Source: an optimization exercise on an open RTL-to-GDS flow (aim: small area, a short achievable clock period and few clock cycles). Production flows keep margins and buffers that such runs may drop. In this exercise RTL edits were held to simulation tests only and were not proved equivalent to the original. Power figures rest on the tool's default switching activity, not on a simulated workload.

==> run X <==
Design exec_unit, start of the top module:
module exec_unit (
   input  wire                           CLK,
   input  wire                           arst_n,
   input  wire                           ins_valid,
   input  wire  [exec_pkg::INS_W-1:0]    ins,
   output wire                           busy,
   output wire                           done,
   output wire                           halted,
   output wire                           wr_en,
   output wire  [exec_pkg::REG_AW-1:0]   wr_addr,
   output wire  [exec_pkg::XLEN-1:0]     wr_data,
   output wire  [exec_pkg::FLAG_W-1:0]   flags
);
   localparam int W  = exec_pkg::XLEN;
   localparam int AW = exec_pkg::REG_AW;
   logic                        v_x, fwd_a_x, fwd_b_x;
   wire  [W-1:0]                result;
   logic                        is_add_x, is_sub_x, is_shift_x, shl_x, sar_x, is_setf_x;
   logic                        upd_arith_x, upd_logic_x, reg_write_x, is_halt_x;
   logic [3:0]                  tt_x;
   logic [exec_pkg::COND_W-1:0] cond_x;
   logic [AW-1:0]               rd_x;
   logic [W-1:0]                a_x, b_x;
   wire                     accept;
   logic                    v_d;
   logic [exec_pkg::INS_W-1:0] ir_d;
   exec_ctrl u_ctrl (
      .CLK(CLK), .arst_n(arst_n), .ins_valid(ins_valid),
      .ins_halt(ins[exec_pkg::OPC_LSB +: exec_pkg::OPC_W] == exec_pkg::OP_HALT),
      .halt_done(halt_w), .accept(accept), .busy(busy), .halted(halted)
   );
   always_ff @(posedge CLK or negedge arst_n) begin
      if (!arst_n) v_d <= 1'b0;
      else         v_d <= accept;
   end
   logic [3:0]           rs_lo_d, rd_lo_d;
   logic [7:0]           rs_hi_d, rd_hi_d;
   logic                 fw_rs_d, fw_rd_d;
   wire  [AW-1:0]        ins_rs  = ins[exec_pkg::RS_LSB +: AW];
   wire  [AW-1:0]        ins_rd  = ins[exec_pkg::RD_LSB +: AW];
   wire                  ins_imm = ins[exec_pkg::OPC_LSB + 4];
   wire                  fw_rs, fw_rd;
   assign fw_rs = v_x && reg_write_x && rd_x == ins_rs && !ins_imm;
   assign fw_rd = v_x && reg_write_x && rd_x == ins_rd;
   always_ff @(posedge CLK) begin
      ir_d    <= ins;
  ...
==> module exec_alu, before the edit <==
module exec_alu (
   input  wire  [exec_pkg::XLEN-1:0]      a,
   input  wire  [exec_pkg::XLEN-1:0]      b,
   input  wire                            is_add,
   input  wire                            is_sub,
   input  wire                            is_shift,
   input  wire                            shl,
   input  wire                            sar,
   input  wire  [3:0]                     tt,
   input  wire                            is_setf,
   input  wire                            cond_met,
   output logic [exec_pkg::XLEN-1:0]      result,
   output logic                           cy,
   output logic                           ov
);
   localparam int W = exec_pkg::XLEN;
   logic [W-1:0] bx, sum, sh_in, sh_out, sh_rev, bitw;
   logic         co, fill;
   logic [W:0]   sh_wide;
   assign bx        = b ^ {W{is_sub}};
   logic [W-1:0] pg, pp, gg, gp, ng, np;
   always_comb begin
      pg = a & bx;
      pp = a ^ bx;
      gg = pg;
      gp = pp;
      gg[0] = pg[0] | (pp[0] & is_sub);
      for (int l = 0; l < 5; l++) begin
         ng = gg;
         np = gp;
         for (int i = 0; i < W; i++) begin
            if (i & (1 << l)) begin
               ng[i] = gg[i] | (gp[i] & gg[(i >> l << l) - 1]);
               np[i] = gp[i] & gp[(i >> l << l) - 1];
            end
         end
         gg = ng;
         gp = np;
      end
      sum = pp ^ {gg[W-2:0], is_sub};
      co  = gg[W-1];
   end
   assign cy        = co ^ is_sub;
   assign ov        = (a[W-1] == bx[W-1]) && (sum[W-1] != a[W-1]);
   always_comb begin
      for (int i = 0; i < W; i++) sh_in[i] = shl ? a[W-1-i] : a[i];
   end
   assign fill   = sar & a[W-1];
   assign sh_wide = $signed({fill, sh_in}) >>> b[4:0];
   assign sh_out  = sh_wide[W-1:0];
   always_comb begin
      for (int i = 0; i < W; i++) sh_rev[i] = shl ? sh_out[W-1-i] : sh_out[i];
   end
   always_comb begin
      for (int i = 0; i < W; i++) bitw[i] = tt[{a[i], b[i]}];
   end
   always_comb begin
      result    = bitw | (is_add ? sum : '0) | (is_shift ? sh_rev : '0);
      result[0] = result[0] | (is_setf & cond_met);
   end
endmodule
==> flow/config.mk <==
export PLATFORM = sky130hd
export DESIGN_NAME = exec_unit
export DESIGN_NICKNAME = exec_unit
export VERILOG_FILES = /design/flow/design.v
export SDC_FILE = /design/flow/constraint.sdc
export NUM_CORES = 4
export LEC_CHECK = 0
export CAP_MARGIN = 20
export CORE_MARGIN = 2
export CORE_UTILIZATION = 40
export SLEW_MARGIN = 20
export SYNTH_HIERARCHICAL = 1
==> flow/constraint.sdc <==
create_clock -name core_clock -period 12.0 [get_ports {CLK}]
set_input_delay 2.4000 -clock core_clock [delete_from_list [all_inputs] [get_ports {CLK}]]
set_output_delay 2.4000 -clock core_clock [all_outputs]
set_load 0.01 [all_outputs]
standard.sh (not shown) runs the stock make flow with config.mk's settings and CLKGATE_MAP_FILE= SYNTH_SCRIPT=/design/flow/synth_recipe.tcl, a recipe that flattens the netlist after the stock synthesis.
==> flow/flow/run.sh <==
#!/bin/bash
set -euo pipefail
cd "$(dirname "$0")/.."
args=()
while IFS= read -r line; do
  [[ -z "$line" || "$line" == \#* ]] && continue
  args+=("$line")
done < flow/knobs.txt
bash standard.sh "${args[@]}" finish > flow_make.log 2>&1
==> flow/flow/knobs.txt <==
SETUP_SLACK_MARGIN=8.3
CTS_ARGS=-sink_clustering_enable -repair_clock_nets -dont_use_dummy_load -sink_clustering_size 24 -sink_clustering_max_diameter 150
==> run Z: changes against run X <==
--- a/flow/design.v
+++ b/flow/design.v
@@ -220,30 +220,30 @@
 );
    localparam int W = exec_pkg::XLEN;
    logic [W-1:0] bx, sum, sh_in, sh_out, sh_rev, bitw;
    logic         co, fill;
    logic [W:0]   sh_wide;
    assign bx        = b ^ {W{is_sub}};
-   logic [W-1:0] pg, pp, gg, gp, ng, np;
+   logic [W-1:0] pg, pp, gg, gp;
    always_comb begin
       pg = a & bx;
       pp = a ^ bx;
       gg = pg;
       gp = pp;
       gg[0] = pg[0] | (pp[0] & is_sub);
       for (int l = 0; l < 5; l++) begin
-         ng = gg;
-         np = gp;
-         for (int i = 0; i < W; i++) begin
-            if (i & (1 << l)) begin
-               ng[i] = gg[i] | (gp[i] & gg[(i >> l << l) - 1]);
-               np[i] = gp[i] & gp[(i >> l << l) - 1];
-            end
+         for (int i = (2 << l) - 1; i < W; i += (2 << l)) begin
+            gg[i] = gg[i] | (gp[i] & gg[i - (1 << l)]);
+            gp[i] = gp[i] & gp[i - (1 << l)];
+         end
+      end
+      for (int l = 3; l >= 0; l--) begin
+         for (int i = 3 * (1 << l) - 1; i < W; i += (2 << l)) begin
+            gg[i] = gg[i] | (gp[i] & gg[i - (1 << l)]);
+            gp[i] = gp[i] & gp[i - (1 << l)];
          end
-         gg = ng;
-         gp = np;
       end
       sum = pp ^ {gg[W-2:0], is_sub};
       co  = gg[W-1];
    end
    assign cy        = co ^ is_sub;
    assign ov        = (a[W-1] == bx[W-1]) && (sum[W-1] != a[W-1]);
@@ -355,13 +355,12 @@
    output wire  [exec_pkg::XLEN-1:0]     wr_data,
    output wire  [exec_pkg::FLAG_W-1:0]   flags
 );
    localparam int W  = exec_pkg::XLEN;
    localparam int AW = exec_pkg::REG_AW;
    logic                        v_x, fwd_a_x, fwd_b_x;
-   wire  [W-1:0]                result;
    logic                        is_add_x, is_sub_x, is_shift_x, shl_x, sar_x, is_setf_x;
    logic                        upd_arith_x, upd_logic_x, reg_write_x, is_halt_x;
    logic [3:0]                  tt_x;
    logic [exec_pkg::COND_W-1:0] cond_x;
    logic [AW-1:0]               rd_x;
    logic [W-1:0]                a_x, b_x;
@@ -374,39 +373,27 @@
       .halt_done(halt_w), .accept(accept), .busy(busy), .halted(halted)
    );
    always_ff @(posedge CLK or negedge arst_n) begin
       if (!arst_n) v_d <= 1'b0;
       else         v_d <= accept;
    end
-   logic [3:0]           rs_lo_d, rd_lo_d;
-   logic [7:0]           rs_hi_d, rd_hi_d;
+   logic [(1 << AW)-1:0] rs_sel_d, rd_sel_d;
    logic                 fw_rs_d, fw_rd_d;
    wire  [AW-1:0]        ins_rs  = ins[exec_pkg::RS_LSB +: AW];
    wire  [AW-1:0]        ins_rd  = ins[exec_pkg::RD_LSB +: AW];
    wire                  ins_imm = ins[exec_pkg::OPC_LSB + 4];
    wire                  fw_rs, fw_rd;
    assign fw_rs = v_x && reg_write_x && rd_x == ins_rs && !ins_imm;
    assign fw_rd = v_x && reg_write_x && rd_x == ins_rd;
    always_ff @(posedge CLK) begin
       ir_d    <= ins;
       fw_rs_d <= fw_rs;
       fw_rd_d <= fw_rd;
-      for (int k = 0; k < 4; k++) begin
-         rs_lo_d[k] <= (ins_rs[1:0] == k);
-         rd_lo_d[k] <= (ins_rd[1:0] == k);
-      end
-      for (int k = 0; k < 8; k++) begin
-         rs_hi_d[k] <= (ins_rs[4:2] == k) && !ins_imm && !fw_rs;
-         rd_hi_d[k] <= (ins_rd[4:2] == k) && !fw_rd;
-      end
-   end
-   logic [(1 << AW)-1:0] rs_sel_d, rd_sel_d;
-   always_comb begin
       for (int k = 0; k < (1 << AW); k++) begin
-         rs_sel_d[k] = rs_lo_d[k % 4] && rs_hi_d[k / 4];
-         rd_sel_d[k] = rd_lo_d[k % 4] && rd_hi_d[k / 4];
+         rs_sel_d[k] <= (ins_rs == k) && !ins_imm && !fw_rs;
+         rd_sel_d[k] <= (ins_rd == k) && !fw_rd;
       end
    end
    wire [AW-1:0]               rs_d, rd_d;
    wire [exec_pkg::IMM_W-1:0]  imm5_d;
    wire [exec_pkg::COND_W-1:0] cond_d;
    wire [3:0]                  tt_d;
@@ -435,17 +422,17 @@
    assign a_r = rd_data;
    assign b_r = rs_data;
    always_ff @(posedge CLK or negedge arst_n) begin
       if (!arst_n) v_x <= 1'b0;
       else         v_x <= v_d;
    end
-   assign fwd_a_x = v_x && reg_write_x && rd_x == rd_d;
-   assign fwd_b_x = v_x && reg_write_x && rd_x == rs_d && !use_imm_d;
    always_ff @(posedge CLK) begin
-      a_x         <= fwd_a_x ? result : a_r;
-      b_x         <= fwd_b_x ? result : b_r;
+      a_x         <= a_r;
+      b_x         <= b_r;
+      fwd_a_x     <= v_x && reg_write_x && rd_x == rd_d;
+      fwd_b_x     <= v_x && reg_write_x && rd_x == rs_d && !use_imm_d;
       is_add_x    <= is_add_d;
       is_sub_x    <= is_sub_d;
       is_shift_x  <= is_shift_d;
       shl_x       <= shl_d;
       sar_x       <= sar_d;
       tt_x        <= tt_d;
@@ -454,14 +441,15 @@
       upd_arith_x <= upd_arith_d;
       upd_logic_x <= upd_logic_d;
       reg_write_x <= reg_write_d;
       is_halt_x   <= is_halt_d;
       rd_x        <= rd_d;
    end
-   wire [W-1:0] op_a = a_x;
-   wire [W-1:0] op_b = b_x;
+   wire [W-1:0] op_a = fwd_a_x ? res_w : a_x;
+   wire [W-1:0] op_b = fwd_b_x ? res_w : b_x;
+   wire [W-1:0] result;
    wire         cy, ov, cond_met;
    exec_alu u_alu (
       .a(op_a), .b(op_b), .is_add(is_add_x), .is_sub(is_sub_x), .is_shift(is_shift_x),
       .shl(shl_x), .sar(sar_x), .tt(tt_x), .is_setf(is_setf_x), .cond_met(cond_met),
       .result(result), .cy(cy), .ov(ov)
    );
@@ -479,13 +467,13 @@
          upd_logic_w <= v_x & upd_logic_x;
          halt_w      <= v_x & is_halt_x;
       end
    end
    logic [W-1:0] wr_data_w;
    always_ff @(posedge CLK) begin
-      wr_data_w <= (v_x && reg_write_x) ? result : '0;
+      if (v_x && reg_write_x) wr_data_w <= result;
    end
    always_ff @(posedge CLK) begin
       res_w <= result;
       cy_w  <= cy;
       ov_w  <= ov;
       rd_w  <= rd_x;
==> flow/flow/knobs.txt (replaced) <==
SETUP_SLACK_MARGIN=8.5
CTS_ARGS=-sink_clustering_enable -repair_clock_nets -dont_use_dummy_load
- CORE_UTILIZATION: 40 -> 30
==> run G: changes against run X <==
--- a/flow/design.v
+++ b/flow/design.v
@@ -220,34 +220,13 @@
 );
    localparam int W = exec_pkg::XLEN;
    logic [W-1:0] bx, sum, sh_in, sh_out, sh_rev, bitw;
    logic         co, fill;
    logic [W:0]   sh_wide;
    assign bx        = b ^ {W{is_sub}};
-   logic [W-1:0] pg, pp, gg, gp, ng, np;
-   always_comb begin
-      pg = a & bx;
-      pp = a ^ bx;
-      gg = pg;
-      gp = pp;
-      gg[0] = pg[0] | (pp[0] & is_sub);
-      for (int l = 0; l < 5; l++) begin
-         ng = gg;
-         np = gp;
-         for (int i = 0; i < W; i++) begin
-            if (i & (1 << l)) begin
-               ng[i] = gg[i] | (gp[i] & gg[(i >> l << l) - 1]);
-               np[i] = gp[i] & gp[(i >> l << l) - 1];
-            end
-         end
-         gg = ng;
-         gp = np;
-      end
-      sum = pp ^ {gg[W-2:0], is_sub};
-      co  = gg[W-1];
-   end
+   assign {co, sum} = {1'b0, a} + {1'b0, bx} + {{W{1'b0}}, is_sub};
    assign cy        = co ^ is_sub;
    assign ov        = (a[W-1] == bx[W-1]) && (sum[W-1] != a[W-1]);
    always_comb begin
       for (int i = 0; i < W; i++) sh_in[i] = shl ? a[W-1-i] : a[i];
    end
    assign fill   = sar & a[W-1];
- CORE_UTILIZATION: 40 -> 30
==> comparison <==
- Of run Z and run X, run Z has the higher design area (gap about 8%, measured against run X).
- In run X the first-iteration DRC count is smaller than in run Z, by 8.7%.
- Between run X and run Z, the lower setup slack is in run Z (gap 360 ps).
- Of run X and run Z, run Z has the higher flip-flop and latch count (gap 40).
- In run X the sequential share of layout area is higher than in run Z, by 2.8 points.
- Against run Z, the clock skew of run X is higher by 4.7 ps.
- Of run X and run G, run G has the higher synthesized area (gap about 1%, measured against run G).
- Run Z went through all stages and came out clean. Run X passed the timing, DRC and antenna checks. Run G ended with an error in 5_1_grt, error GRT-0116.
- Against run Z, the wire length of run X is lower by about 5.4%.
- Critical path depth: run Z is higher than run X (14).
==> figures <==
quantity	run X	run Z	run G
Met1 wire length	69.6 mm	70.3 mm	-
Leading cell kind	registers	registers	-
Max-slew headroom	0.262	0.180	-
Number of buffers inserted during clock tree synthesis	57	131	56
Data arrival time at the worst-slack endpoint	1330 ps	4490 ps	-
WL met3	25.6 mm	33.0 mm	-
Via count normalized by instance count	7.32	6.65	-
Row count	130	152	151
H-tree depth	2	4	2
Layout multi-input combinational cell count	1893	1876	-
Area fraction of clock buffers and clock inverters	0.0255	0.0540	-
Seq. cell area	34200 um2	35300 um2	-
Run status	finished clean	finished clean	aborted with a tool error
Failing step	-	-	5_1_grt
Final HPWL from detailed placement	113 mm	115 mm	117 mm
Area used by multi-input combinational logic	16500 um2	16900 um2	-
Worst Clk Skew	82.6 ps	77.9 ps	-
Die area	130000 um2	176000 um2	-
Share of power burned in the clock network	0.262	0.353	-
Clock Buffer Count	57	131	-
Testbench counts of run X, summed over its fixed seeds: cycles 24,024.
Testbench counts of run Z, summed over its fixed seeds: cycles 24,024.
Testbench counts of run G, summed over its fixed seeds: cycles 24,024.

* * *

==> job 4887: inputs <==
Another version of the RTL of exec_unit (not shown whole).
Settings: LEC_CHECK=0, CAP_MARGIN=20, CORE_MARGIN=2, CORE_UTILIZATION=30, SLEW_MARGIN=20; clock period 12.0 ns.
==> flow/flow/knobs.txt <==
SETUP_SLACK_MARGIN=8.4
CTS_ARGS=-sink_clustering_enable -repair_clock_nets -dont_use_dummy_load
Scripts as last shown in full above: flow/flow/run.sh
==> inputs of job 3327, as changes to job 4887 <==
--- a/flow/design.v
+++ b/flow/design.v
@@ -57,48 +57,92 @@
       ST_EXECUTE = 2'd1,
       ST_COMMIT  = 2'd2,
       ST_HALTED  = 2'd3
    } ctrl_state_t;
 endpackage
 `default_nettype wire
 `default_nettype none
+module exec_rf_aoi3 (
+   input  wire  a0, b0, a1, b1, a2, b2,
+   output wire  y
+);
+   assign y = ~((a0 & b0) | (a1 & b1) | (a2 & b2));
+endmodule
+module exec_rf_rdbit #(
+   parameter int N = 33
+) (
+   input  wire  [N-1:0] sel,
+   input  wire  [N-1:0] d,
+   output wire          q
+);
+   wire [N/3-1:0] y;
+   for (genvar g = 0; g < N/3; g++) begin : g_aoi
+      exec_rf_aoi3 u_aoi (
+         .a0(sel[3*g]),   .b0(d[3*g]),
+         .a1(sel[3*g+1]), .b1(d[3*g+1]),
+         .a2(sel[3*g+2]), .b2(d[3*g+2]),
+         .y(y[g])
+      );
+   end
+   assign q = ~&y;
+endmodule
 module exec_regfile (
    input  wire                           CLK,
    input  wire  [(1 << exec_pkg::REG_AW)-1:0] rs_sel,
    input  wire  [(1 << exec_pkg::REG_AW)-1:0] rd_sel,
+   input  wire  [1:0]                    rs_xsel,
+   input  wire  [exec_pkg::XLEN-1:0]     rs_xd0,
+   input  wire  [exec_pkg::XLEN-1:0]     rs_xd1,
+   input  wire                           rd_xsel,
+   input  wire  [exec_pkg::XLEN-1:0]     rd_xd0,
    output logic [exec_pkg::XLEN-1:0]     rs_data,
    output logic [exec_pkg::XLEN-1:0]     rd_data,
    input  wire                           wr_en,
    input  wire  [exec_pkg::REG_AW-1:0]   wr_addr,
    input  wire  [exec_pkg::XLEN-1:0]     wr_data
 );
-   logic [exec_pkg::XLEN-1:0] regs [1:(1 << exec_pkg::REG_AW)-1];
-   always_comb begin
-      rs_data = '0;
-      rd_data = '0;
-      for (int k = 1; k < (1 << exec_pkg::REG_AW); k++) begin
-         rs_data = rs_data | ({exec_pkg::XLEN{rs_sel[k]}} & regs[k]);
-         rd_data = rd_data | ({exec_pkg::XLEN{rd_sel[k]}} & regs[k]);
-      end
-   end
+   localparam int NR = (1 << exec_pkg::REG_AW);
+   logic [exec_pkg::XLEN-1:0] regs [1:NR-1];
    always_ff @(posedge CLK) begin
       if (wr_en && wr_addr != '0) begin
          regs[wr_addr] <= wr_data;
       end
    end
+   for (genvar i = 0; i < exec_pkg::XLEN; i++) begin : g_bit
+      wire [NR+1:0] s_sel, s_d, d_sel, d_d;
+      for (genvar k = 1; k < NR; k++) begin : g_reg
+         assign s_sel[k-1] = rs_sel[k];
+         assign s_d[k-1]   = regs[k][i];
+         assign d_sel[k-1] = rd_sel[k];
+         assign d_d[k-1]   = regs[k][i];
+      end
+      assign s_sel[NR-1] = rs_xsel[0];
+      assign s_d[NR-1]   = rs_xd0[i];
+      assign s_sel[NR]   = rs_xsel[1];
+      assign s_d[NR]     = rs_xd1[i];
+      assign s_sel[NR+1] = 1'b0;
+      assign s_d[NR+1]   = 1'b0;
+      assign d_sel[NR-1] = rd_xsel;
+      assign d_d[NR-1]   = rd_xd0[i];
+      assign d_sel[NR]   = 1'b0;
+      assign d_d[NR]     = 1'b0;
+      assign d_sel[NR+1] = 1'b0;
+      assign d_d[NR+1]   = 1'b0;
+      exec_rf_rdbit #(.N(NR+1)) u_rs (.sel(s_sel[NR:0]), .d(s_d[NR:0]), .q(rs_data[i]));
+      exec_rf_rdbit #(.N(NR+1)) u_rd (.sel(d_sel[NR:0]), .d(d_d[NR:0]), .q(rd_data[i]));
+   end
 endmodule
 `default_nettype wire
 `default_nettype none
 module exec_decode (
    input  wire  [exec_pkg::INS_W-1:0]     ir,
    output logic [exec_pkg::REG_AW-1:0]    rs_addr,
    output logic [exec_pkg::REG_AW-1:0]    rd_addr,
    output logic [exec_pkg::IMM_W-1:0]     imm5,
-   output logic                           use_imm,
-   output logic                           imm_sext,
+   output logic                           use_imm,     
    output logic                           is_add,      
    output logic                           is_sub,
    output logic                           is_shift,
    output logic                           shl,
    output logic                           sar,
    output logic [3:0]                     tt,          
    output logic                           is_setf,
@@ -110,46 +154,43 @@
 );
    logic [exec_pkg::OPC_W-1:0] opc;
    assign opc     = ir[exec_pkg::OPC_LSB +: exec_pkg::OPC_W];
    assign rs_addr = ir[exec_pkg::RS_LSB +: exec_pkg::REG_AW];
    assign rd_addr = ir[exec_pkg::RD_LSB +: exec_pkg::REG_AW];
    assign imm5    = ir[exec_pkg::RS_LSB +: exec_pkg::IMM_W];
    assign cond    = ir[exec_pkg::RS_LSB +: exec_pkg::COND_W];
+   assign use_imm = opc[4];
    always_comb begin
-      use_imm   = 1'b0;
-      imm_sext  = 1'b0;
       is_add    = 1'b0;
       is_sub    = 1'b0;
       is_shift  = 1'b0;
       shl       = 1'b0;
       sar       = 1'b0;
       tt        = 4'b0000;
       is_setf   = 1'b0;
       upd_arith = 1'b0;
       upd_logic = 1'b0;
       reg_write = 1'b0;
       is_halt   = 1'b0;
       case (opc)
          exec_pkg::OP_MOV_R: begin tt = 4'b1010; reg_write = 1'b1; end
-         exec_pkg::OP_MOV_I: begin tt = 4'b1010; reg_write = 1'b1; use_imm = 1'b1; imm_sext = 1'b1; end
+         exec_pkg::OP_MOV_I: begin tt = 4'b1010; reg_write = 1'b1; end
          exec_pkg::OP_ADD_R: begin is_add = 1'b1; upd_arith = 1'b1; reg_write = 1'b1; end
-         exec_pkg::OP_ADD_I: begin is_add = 1'b1; upd_arith = 1'b1; reg_write = 1'b1;
-                                   use_imm = 1'b1; imm_sext = 1'b1; end
+         exec_pkg::OP_ADD_I: begin is_add = 1'b1; upd_arith = 1'b1; reg_write = 1'b1; end
          exec_pkg::OP_SUB_R: begin is_add = 1'b1; is_sub = 1'b1; upd_arith = 1'b1; reg_write = 1'b1; end
          exec_pkg::OP_CMP_R: begin is_add = 1'b1; is_sub = 1'b1; upd_arith = 1'b1; end
-         exec_pkg::OP_CMP_I: begin is_add = 1'b1; is_sub = 1'b1; upd_arith = 1'b1;
-                                   use_imm = 1'b1; imm_sext = 1'b1; end
+         exec_pkg::OP_CMP_I: begin is_add = 1'b1; is_sub = 1'b1; upd_arith = 1'b1; end
          exec_pkg::OP_SHL_R, exec_pkg::OP_SHL_I: begin
-            is_shift = 1'b1; shl = 1'b1; upd_logic = 1'b1; reg_write = 1'b1; use_imm = opc[4];
+            is_shift = 1'b1; shl = 1'b1; upd_logic = 1'b1; reg_write = 1'b1;
          end
          exec_pkg::OP_SHR_R, exec_pkg::OP_SHR_I: begin
-            is_shift = 1'b1; upd_logic = 1'b1; reg_write = 1'b1; use_imm = opc[4];
+            is_shift = 1'b1; upd_logic = 1'b1; reg_write = 1'b1;
          end
          exec_pkg::OP_SAR_R, exec_pkg::OP_SAR_I: begin
-            is_shift = 1'b1; sar = 1'b1; upd_logic = 1'b1; reg_write = 1'b1; use_imm = opc[4];
+            is_shift = 1'b1; sar = 1'b1; upd_logic = 1'b1; reg_write = 1'b1;
          end
          exec_pkg::OP_OR_R:  begin tt = 4'b1110; upd_logic = 1'b1; reg_write = 1'b1; end
          exec_pkg::OP_AND_R: begin tt = 4'b1000; upd_logic = 1'b1; reg_write = 1'b1; end
          exec_pkg::OP_XOR_R: begin tt = 4'b0110; upd_logic = 1'b1; reg_write = 1'b1; end
          exec_pkg::OP_NOT_R: begin tt = 4'b0101; upd_logic = 1'b1; reg_write = 1'b1; end
          exec_pkg::OP_SETF:  begin is_setf = 1'b1; reg_write = 1'b1; end
          exec_pkg::OP_HALT:  is_halt = 1'b1;
@@ -177,15 +218,15 @@
    output logic                           cy,
    output logic                           ov
 );
    localparam int W = exec_pkg::XLEN;
    logic [W-1:0] bx, sum, sh_in, sh_out, sh_rev, bitw;
    logic         co, fill;
    logic [W:0]   sh_wide;
-   assign bx        = b ^ {W{is_sub}};
+   assign bx        = b;
    assign {co, sum} = {1'b0, a} + {1'b0, bx} + {{W{1'b0}}, is_sub};
    assign cy        = co ^ is_sub;
    assign ov        = (a[W-1] == bx[W-1]) && (sum[W-1] != a[W-1]);
    always_comb begin
       for (int i = 0; i < W; i++) sh_in[i] = shl ? a[W-1-i] : a[i];
    end
    assign fill   = sar & a[W-1];
@@ -291,67 +332,78 @@
    output wire                           wr_en,
    output wire  [exec_pkg::REG_AW-1:0]   wr_addr,
    output wire  [exec_pkg::XLEN-1:0]     wr_data,
    output wire  [exec_pkg::FLAG_W-1:0]   flags
 );
    localparam int W  = exec_pkg::XLEN;
    localparam int AW = exec_pkg::REG_AW;
+   logic                        v_x, fwd_a_x, fwd_b_x;
+   logic                        is_add_x, is_sub_x, is_shift_x, shl_x, sar_x, is_setf_x;
+   logic                        upd_arith_x, upd_logic_x, reg_write_x, is_halt_x;
+   logic [3:0]                  tt_x;
+   logic [exec_pkg::COND_W-1:0] cond_x;
+   logic [AW-1:0]               rd_x;
+   logic [W-1:0]                a_x, b_x;
    wire                     accept;
    logic                    v_d;
    logic [exec_pkg::INS_W-1:0] ir_d;
    exec_ctrl u_ctrl (
       .CLK(CLK), .arst_n(arst_n), .ins_valid(ins_valid),
       .ins_halt(ins[exec_pkg::OPC_LSB +: exec_pkg::OPC_W] == exec_pkg::OP_HALT),
       .halt_done(halt_w), .accept(accept), .busy(busy), .halted(halted)
    );
    always_ff @(posedge CLK or negedge arst_n) begin
       if (!arst_n) v_d <= 1'b0;
       else         v_d <= accept;
    end
    logic [(1 << AW)-1:0] rs_sel_d, rd_sel_d;
+   logic                 fw_rs_d, fw_rd_d;
+   wire  [AW-1:0]        ins_rs  = ins[exec_pkg::RS_LSB +: AW];
+   wire  [AW-1:0]        ins_rd  = ins[exec_pkg::RD_LSB +: AW];
+   wire                  ins_imm = ins[exec_pkg::OPC_LSB + 4];
+   wire                  fw_rs, fw_rd;
+   assign fw_rs = v_x && reg_write_x && rd_x == ins_rs && !ins_imm;
+   assign fw_rd = v_x && reg_write_x && rd_x == ins_rd;
    always_ff @(posedge CLK) begin
-      ir_d <= ins;
+      ir_d    <= ins;
+      fw_rs_d <= fw_rs;
+      fw_rd_d <= fw_rd;
       for (int k = 0; k < (1 << AW); k++) begin
-         rs_sel_d[k] <= (ins[exec_pkg::RS_LSB +: AW] == k);
-         rd_sel_d[k] <= (ins[exec_pkg::RD_LSB +: AW] == k);
+         rs_sel_d[k] <= (ins_rs == k) && !ins_imm && !fw_rs;
+         rd_sel_d[k] <= (ins_rd == k) && !fw_rd;
       end
    end
    wire [AW-1:0]               rs_d, rd_d;
    wire [exec_pkg::IMM_W-1:0]  imm5_d;
    wire [exec_pkg::COND_W-1:0] cond_d;
    wire [3:0]                  tt_d;
-   wire                        use_imm_d, imm_sext_d, is_add_d, is_sub_d, is_shift_d, shl_d, sar_d;
+   wire                        use_imm_d, is_add_d, is_sub_d, is_shift_d, shl_d, sar_d;
    wire                        is_setf_d, upd_arith_d, upd_logic_d, reg_write_d, is_halt_d;
    wire [W-1:0]                rs_data, rd_data;
    logic [W-1:0]               a_r, b_r;
    exec_decode u_decode (
       .ir(ir_d), .rs_addr(rs_d), .rd_addr(rd_d), .imm5(imm5_d), .use_imm(use_imm_d),
-      .imm_sext(imm_sext_d), .is_add(is_add_d), .is_sub(is_sub_d), .is_shift(is_shift_d),
+      .is_add(is_add_d), .is_sub(is_sub_d), .is_shift(is_shift_d),
       .shl(shl_d), .sar(sar_d), .tt(tt_d), .is_setf(is_setf_d), .cond(cond_d),
       .upd_arith(upd_arith_d), .upd_logic(upd_logic_d), .reg_write(reg_write_d),
       .is_halt(is_halt_d)
    );
    logic          done_w, wr_w, upd_arith_w, upd_logic_w, halt_w, cy_w, ov_w;
    logic [AW-1:0] rd_w;
    logic [W-1:0]  res_w;
+   wire [W-1:0] imm_ext_d = {{(W-exec_pkg::IMM_W){imm5_d[exec_pkg::IMM_W-1]}}, imm5_d};
    exec_regfile u_regfile (
       .CLK(CLK), .rs_sel(rs_sel_d), .rd_sel(rd_sel_d),
+      .rs_xsel({use_imm_d, fw_rs_d}), .rs_xd0(res_w), .rs_xd1(imm_ext_d),
+      .rd_xsel(fw_rd_d), .rd_xd0(res_w),
       .rs_data(rs_data), .rd_data(rd_data),
       .wr_en(wr_w), .wr_addr(rd_w), .wr_data(res_w)
    );
-   assign a_r = (wr_w && rd_w == rd_d) ? res_w : rd_data;
-   assign b_r = use_imm_d ? {{(W-exec_pkg::IMM_W){imm_sext_d & imm5_d[exec_pkg::IMM_W-1]}}, imm5_d}
-              : (wr_w && rd_w == rs_d) ? res_w : rs_data;
-   logic                        v_x, fwd_a_x, fwd_b_x;
-   logic                        is_add_x, is_sub_x, is_shift_x, shl_x, sar_x, is_setf_x;
-   logic                        upd_arith_x, upd_logic_x, reg_write_x, is_halt_x;
-   logic [3:0]                  tt_x;
-   logic [exec_pkg::COND_W-1:0] cond_x;
-   logic [AW-1:0]               rd_x;
-   logic [W-1:0]                a_x, b_x;
+   assign a_r = rd_data;
+   assign b_r = rs_data ^ {W{is_sub_d}};
    always_ff @(posedge CLK or negedge arst_n) begin
       if (!arst_n) v_x <= 1'b0;
       else         v_x <= v_d;
    end
    always_ff @(posedge CLK) begin
       a_x         <= a_r;
       b_x         <= b_r;
@@ -368,15 +420,15 @@
       upd_arith_x <= upd_arith_d;
       upd_logic_x <= upd_logic_d;
       reg_write_x <= reg_write_d;
       is_halt_x   <= is_halt_d;
       rd_x        <= rd_d;
    end
    wire [W-1:0] op_a = fwd_a_x ? res_w : a_x;
-   wire [W-1:0] op_b = fwd_b_x ? res_w : b_x;
+   wire [W-1:0] op_b = fwd_b_x ? (res_w ^ {W{is_sub_x}}) : b_x;
    wire [W-1:0] result;
    wire         cy, ov, cond_met;
    exec_alu u_alu (
       .a(op_a), .b(op_b), .is_add(is_add_x), .is_sub(is_sub_x), .is_shift(is_shift_x),
       .shl(shl_x), .sar(sar_x), .tt(tt_x), .is_setf(is_setf_x), .cond_met(cond_met),
       .result(result), .cy(cy), .ov(ov)
    );
@@ -391,24 +443,28 @@
          done_w      <= v_x;
          wr_w        <= v_x & reg_write_x;
          upd_arith_w <= v_x & upd_arith_x;
          upd_logic_w <= v_x & upd_logic_x;
          halt_w      <= v_x & is_halt_x;
       end
    end
+   logic [W-1:0] wr_data_w;
+   always_ff @(posedge CLK) begin
+      wr_data_w <= (v_x && reg_write_x) ? result : '0;
+   end
    always_ff @(posedge CLK) begin
       res_w <= result;
       cy_w  <= cy;
       ov_w  <= ov;
       rd_w  <= rd_x;
    end
    exec_flags u_flags (
       .CLK(CLK), .arst_n(arst_n), .upd_arith(upd_arith_w), .upd_logic(upd_logic_w),
       .result(res_w), .cy(cy_w), .ov(ov_w), .cond(cond_x),
       .flags(flags), .cond_met(cond_met)
    );
    assign done    = done_w;
    assign wr_en   = wr_w;
    assign wr_addr = rd_w;
-   assign wr_data = res_w;
+   assign wr_data = wr_data_w;
 endmodule
 `default_nettype wire
==> flow/flow/knobs.txt (replaced) <==
SETUP_SLACK_MARGIN=8.5
CTS_ARGS=-sink_clustering_enable -repair_clock_nets -dont_use_dummy_load
- SYNTH_HIERARCHICAL: default -> 1
==> results.sh <==
export IMPL_status="no timing/DRC/antenna violations"
export IMPL_synth_area_um2=53100
export IMPL_r2r_slack_ns=8.27
export IMPL_clock_power_share_pct=33.7
export IMPL_crit_slowest_cell="ha_1"
export IMPL_crit_end="wr_data_w[22]$_SDFF_PP0_"
export IMPL_cp_num_buf_inv=3
export IMPL_end_kind="flip-flop"
export IMPL_htreeDepth=4
export IMPL_placed_cell_area_um2=57600
export IMPL_nNonClkBuffers=306
export IMPL_num_vias=41400
export IMPL_p_leak_nw=20.6
export IMPL_cts_setup_buffers=59
export IMPL_crit_path_max_incr_delay_ns=0.44
export IMPL_grt_first_pass_wirelength_um=300000
export IMPL_stdcell_area_um2=63100
export IMPL_clock_sink_count=1245
export IMPL_drt_pass1_iterations=13
export IMPL_post_cts_resized=383
-- figures above: job 3327

==> results.sh <==
export IMPL_status="no timing/DRC/antenna violations"
export IMPL_crit_slowest_cell="dfxtp_4"
export IMPL_crit_path_max_incr_delay_ns=0.43
export IMPL_synth_area_um2=53500
export IMPL_post_cts_resized=421
export IMPL_cp_num_buf_inv=2
export IMPL_stdcell_area_um2=63100
export IMPL_htreeDepth=3
export IMPL_end_kind="output pin"
export IMPL_placed_cell_area_um2=57400
export IMPL_r2r_slack_ns=8.31
export IMPL_num_vias=47100
export IMPL_clock_sink_count=1210
export IMPL_cts_setup_buffers=77
-- figures above: job 4887

Testbench counts of job 4887, summed over its fixed seeds: cycles 24,024.
Testbench counts of job 3327, summed over its fixed seeds: cycles 24,024.

-- port drivers added, routing unchanged --
Ports are ideal in the flow. The routed layouts listed here were re-timed in OpenROAD. Step 1 sets driving cells, clkbuf_16 on the clock port and buf_2 on the other inputs (assumed; they add their load-dependent delay and slew). Step 2 times the ports against the registers' clock, not the clock port: input delays grow and output delays shrink by t, the midpoint of the rising clock arrivals with the driver on. Slacks: no drivers / after step 1 / after step 2; pairs: no drivers / after step 1.
run	shift t [ns]	setup WS [ns]	latest minus earliest clock arrival (ns)	pins driven straight from the clock port
run X	0.754	8.265 / 8.192 / 7.771	0.085 / 0.086	1
run Z	0.827	7.908 / 7.908 / 7.885	0.078 / 0.078	1
job 4887	0.784	8.179 / 8.100 / 8.118	0.075 / 0.075	1
job 3327	0.796	8.269 / 8.222 / 7.742	0.069 / 0.070	1
After both steps every run listed still meets setup and hold. For job 3327, which loses most, drivers alone change the setup slack by -0.047 ns; drivers and shift together by -0.527 ns.
